What follows belongs to an exercise in optimizing a design on an open flow for small area, a short achievable clock period and few clock cycles; a production flow would make more cautious choices.

Setup of red:
==> flow/design.v <==
package echoPortalPkg;
  typedef struct packed {
    logic [7:0]  wordCount;   
    logic [7:0]  method;
    logic [15:0] portal;
  } portalHeaderT;
  typedef struct packed {
    logic [7:0]                                 method;
    logic [2:0]                                 wordCount;   
    logic [4-1:0][32-1:0] words;
  } requestMsgT;
  typedef struct packed {
    logic [7:0]                                 method;
    logic [2:0]                                 wordCount;   
    logic [5-1:0][32-1:0] words;
  } indicationMsgT;
endpackage
`timescale 1ns/10ps
module echoPortalTop (
  input  logic                  CLK,
  input  logic                  RST_N,
  input  logic                  sinkBeat,
  input  logic [32-1:0] sinkData,
  input  logic                  sinkLast,
  output logic                  sinkReady,
  input  logic                  sourceBeat,
  output logic                  sourceValid,
  output logic [32-1:0] sourceData,
  output logic                  sourceLast,
  output logic                  badPortal
);
  localparam int D = 4;    
  localparam int M = 3;    
  localparam logic [1:0] C_ECHO = 2'd0, C_SWAP = 2'd1, C_SUM = 2'd2, C_ERR = 2'd3;
  localparam int HALF = 32 / 2;
  function automatic logic [HALF:0] addh(input logic [HALF-1:0] a,
                                         input logic [HALF-1:0] b,
                                         input logic            ci);
    logic [HALF:0] g, p, gg, pp, ng, np;
    g  = {a & b, ci};
    p  = {a ^ b, 1'b0};
    gg = g;
    pp = p;
    for (int s = 1; s <= HALF; s = s * 2) begin
      ng = gg;
      np = pp;
      for (int i = 0; i <= HALF; i++) begin
        if ((i / s) % 2 == 1) begin
          ng[i] = gg[i] | (pp[i] & gg[(i / s) * s - 1]);
          np[i] = pp[i] & pp[(i / s) * s - 1];
        end
      end
      gg = ng;
      pp = np;
    end
    addh = {gg[HALF], p[HALF:1] ^ gg[HALF-1:0]};
  endfunction
  logic          inHdr;      
  logic          pend;       
  logic [2:0]    cnt;        
  logic          curBad;     
  logic [1:0]    curCls;     
  logic [1:0]    hdrCls;
  logic          taken, keepSt, commit, endEv, push;
  logic [2:0]    pushK;
  logic [32-1:0] mem [D];
  logic [D-1:0]  wrOH;       
  logic [D-1:0]  wrSel;      
  logic [D-1:0]  rdOH;       
  logic [D-1:0]  occT;       
  logic          pop;
  logic [1:0]    mCls [M];
  logic [2:0]    mK   [M];
  logic [M-1:0]  mWrOH, mRdOH;
  logic [M-1:0]  mOccT;      
  logic          mPop, qPush;
  always_comb begin
    case (sinkData[23:16])
      8'h00: hdrCls = C_ECHO;
      8'h01: hdrCls = C_SWAP;
      8'h02:  hdrCls = C_SUM;
      default:      hdrCls = C_ERR;
    endcase
  end
  assign taken  = sinkBeat && sinkReady;
  assign keepSt = !inHdr && !cnt[2] && !curBad && (curCls != C_ERR);
  assign commit = taken && keepSt;
  assign endEv  = pend || (taken && sinkLast && !inHdr);
  assign push   = endEv && !curBad;
  assign pushK  = (inHdr || curCls == C_ERR) ? 3'd0 : (cnt[2] ? 3'd4 : cnt + 3'd1);
  always_ff @(posedge CLK) begin
    if (!RST_N) begin
      inHdr     <= 1'b1;
      pend      <= 1'b0;
      cnt       <= '0;
      curBad    <= 1'b0;
      curCls    <= C_ECHO;
      badPortal <= 1'b0;
    end else begin
      badPortal <= endEv && curBad;
      pend      <= taken && sinkLast && inHdr;
      if (taken) begin
        inHdr <= sinkLast;
        if (inHdr) begin
          curBad <= (sinkData[15:0] != 16'h0005);
          curCls <= hdrCls;
          cnt    <= '0;
        end else if (!cnt[2]) begin
          cnt <= cnt + 3'd1;
        end
      end
    end
  end
  always_ff @(posedge CLK) begin
    for (int i = 0; i < D; i++)
      if (wrSel[i]) mem[i] <= sinkData;
  end
  always_ff @(posedge CLK) begin
    for (int i = 0; i < M; i++)
      if (qPush && mWrOH[i]) begin
        mCls[i] <= curCls;
        mK[i]   <= pushK;
      end
  end
  logic [D-1:0] occTNext, wrOHNext;
  logic         fullNext, nextKeep, mRoom0, mRoom1, pendGood;
  always_comb begin
    case ({commit, pop})
      2'b10:   occTNext = {occT[D-2:0], 1'b1};
      2'b01:   occTNext = {1'b0, occT[D-1:1]};
      default: occTNext = occT;
    endcase
    wrOHNext = commit ? {wrOH[D-2:0], wrOH[D-1]} : wrOH;
    fullNext = !pop && (occT[D-1] || (occT[D-2] && commit));
    nextKeep = taken ? (!sinkLast && (inHdr || (keepSt && cnt < 3'd3))) : keepSt;
    pendGood = pend && !curBad;
    mRoom0   = pendGood ? !mOccT[M-2] : !mOccT[M-1];
    mRoom1   = pendGood ? !mOccT[M-3] : !mOccT[M-2];
  end
  always_ff @(posedge CLK) begin
    if (!RST_N) begin
      occT      <= '0;
      wrOH      <= D'(1);
      wrSel     <= D'(1);
      rdOH      <= D'(1);
      mOccT     <= '0;
      mWrOH     <= M'(1);
      mRdOH     <= M'(1);
      sinkReady <= 1'b1;
    end else begin
      occT  <= occTNext;
      wrOH  <= wrOHNext;
      wrSel <= fullNext ? '0 : wrOHNext;
      if (pop)   rdOH  <= {rdOH[D-2:0], rdOH[D-1]};
      if (qPush) mWrOH <= {mWrOH[M-2:0], mWrOH[M-1]};
      if (mPop)  mRdOH <= {mRdOH[M-2:0], mRdOH[M-1]};
      case ({qPush, mPop})
        2'b10:   mOccT <= {mOccT[M-2:0], 1'b1};
        2'b01:   mOccT <= {1'b0, mOccT[M-1:1]};
        default: mOccT <= mOccT;
      endcase
      sinkReady <= ((taken && sinkLast) ? mRoom1 : mRoom0) && !(fullNext && nextKeep);
    end
  end
  logic [2:0]            oRem;      
  logic                  oSwap, oSumPend;
  logic [HALF-1:0]       accLo, accHi;
  logic                  accCy;     
  logic [HALF:0]         sumLo, sumHi, incHi;
  logic                  adv, idleOut, load;
  logic [32-1:0] head;
  logic [1:0]            qCls, hCls;
  logic [2:0]            qK, hK;
  always_comb begin
    head = '0;
    for (int i = 0; i < D; i++)
      head = head | (mem[i] & {32{rdOH[i]}});
    qCls = '0;
    qK   = '0;
    for (int i = 0; i < M; i++) begin
      qCls = qCls | (mCls[i] & {2{mRdOH[i]}});
      qK   = qK   | (mK[i]   & {3{mRdOH[i]}});
    end
  end
  assign adv     = !sourceValid || sourceBeat;
  assign idleOut = (oRem == 3'd0) && !oSumPend;
  assign hCls    = mOccT[0] ? qCls : curCls;
  assign hK      = mOccT[0] ? qK : pushK;
  assign load    = mOccT[0] || push;
  assign pop     = adv && (oRem != 3'd0);
  assign mPop    = adv && idleOut && mOccT[0];
  assign qPush   = push && !(adv && idleOut && !mOccT[0]);
  assign sumLo   = addh(accLo, head[HALF-1:0], 1'b0);
  assign sumHi   = addh(accHi, head[32-1:HALF], accCy);
  assign incHi   = addh(accHi, '0, accCy);
  always_ff @(posedge CLK) begin
    if (!RST_N) begin
      sourceValid <= 1'b0;
      oRem        <= '0;
      oSumPend    <= 1'b0;
    end else if (adv) begin
      if (oRem != 3'd0) begin
        sourceValid <= 1'b1;
        oRem        <= oRem - 3'd1;
      end else if (oSumPend) begin
        sourceValid <= 1'b1;
        oSumPend    <= 1'b0;
      end else begin
        sourceValid <= load;
        oRem        <= load ? hK : 3'd0;
        oSumPend    <= load && (hCls == C_SUM);
      end
    end
  end
  always_ff @(posedge CLK) begin
    if (adv) begin
      if (oRem != 3'd0) begin
        sourceData <= oSwap ? {head[15:0], head[31:16]} : head;
        sourceLast <= (oRem == 3'd1) && !oSumPend;
        accLo      <= sumLo[HALF-1:0];
        accCy      <= sumLo[HALF];
        accHi      <= sumHi[HALF-1:0];
      end else if (oSumPend) begin
        sourceData <= {incHi[HALF-1:0], accLo};
        sourceLast <= 1'b1;
      end else begin
        sourceData <= {5'd0, hK + {2'd0, hCls == C_SUM},
                       (hCls == C_ERR) ? 8'hFF : {6'd0, hCls},
                       16'h0006};
        sourceLast <= (hK == 3'd0) && (hCls != C_SUM);
        oSwap      <= (hCls == C_SWAP);
        accLo      <= '0;
        accHi      <= '0;
        accCy      <= 1'b0;
      end
    end
  end
endmodule
Settings: LEC_CHECK=0, CAP_MARGIN=20, CORE_MARGIN=2, CORE_UTILIZATION=40, SETUP_SLACK_MARGIN=5, SLEW_MARGIN=20; clock period 8.5 ns.
standard.sh (not shown) runs the stock make flow with config.mk's settings and CLKGATE_MAP_FILE= SYNTH_SCRIPT=/design/flow/synth_recipe.tcl, a recipe that flattens the netlist after the stock synthesis.
==> flow/flow/run.sh <==
#!/bin/bash
# Standard layout, with faster port buffers and a tighter setup target for repair.
set -o pipefail
bash standard.sh SETUP_SLACK_MARGIN=5.9 "BUFFER_PORTS_ARGS=-buffer_cell sky130_fd_sc_hd__buf_2" finish > standard.log 2>&1
Input changes introduced in blue (baseline for comparison: red):
- CTS_BUF_LIST newly set to sky130_fd_sc_hd__clkbuf_8
- CTS_CLUSTER_SIZE newly set to 20
- CORE_UTILIZATION changed from 40 to 60
==> flow/flow/run.sh <==
#!/bin/bash
# Standard layout, with faster port buffers and a tighter setup target for repair.
set -o pipefail
bash standard.sh SETUP_SLACK_MARGIN=5.6 "BUFFER_PORTS_ARGS=-buffer_cell sky130_fd_sc_hd__buf_2" finish > standard.log 2>&1
### Flow results
blue ended with every stage complete and zero timing, DRC or antenna violations. On mean routed wirelength per cell: between blue and red, it ends up lower for red. Per the comparison of blue with red, non-clock buffer area fraction after layout now larger, total number of vias has increased.
No functional check of the RTL was part of any run of this note.

[port drivers added, routing unchanged]
The flow's constraints put no driver on any port. The routed layouts listed below were extracted and timed again, unchanged, in two steps. Step 1: set_driving_cell puts a clkbuf_16 on CLK and a buf_2 on each other input, an assumption about the parent block. Step 2 times the ports against the registers' clock, not the clock port: input delays grow and output delays shrink by t, the midpoint of the rising clock arrivals with the driver on. a / b / c = no drivers / after step 1 / after step 2; a / b = the first two.
| run | t (ns) | slack for setup (ns) | hold WS [ns] | slew at the worst register clock pin (ns) |
|---|---|---|---|---|
| red | 0.574 | 5.325 / 5.325 / 5.273 | 0.481 / 0.481 / 0.481 | 0.06 / 0.06 |
| blue | 0.571 | 5.329 / 5.329 / 5.124 | 0.479 / 0.479 / 0.479 | 0.06 / 0.06 |
After both steps setup and hold are still met in every run listed. For blue, which loses most, drivers alone change the setup slack by 0.000 ns; drivers and shift together by -0.205 ns.
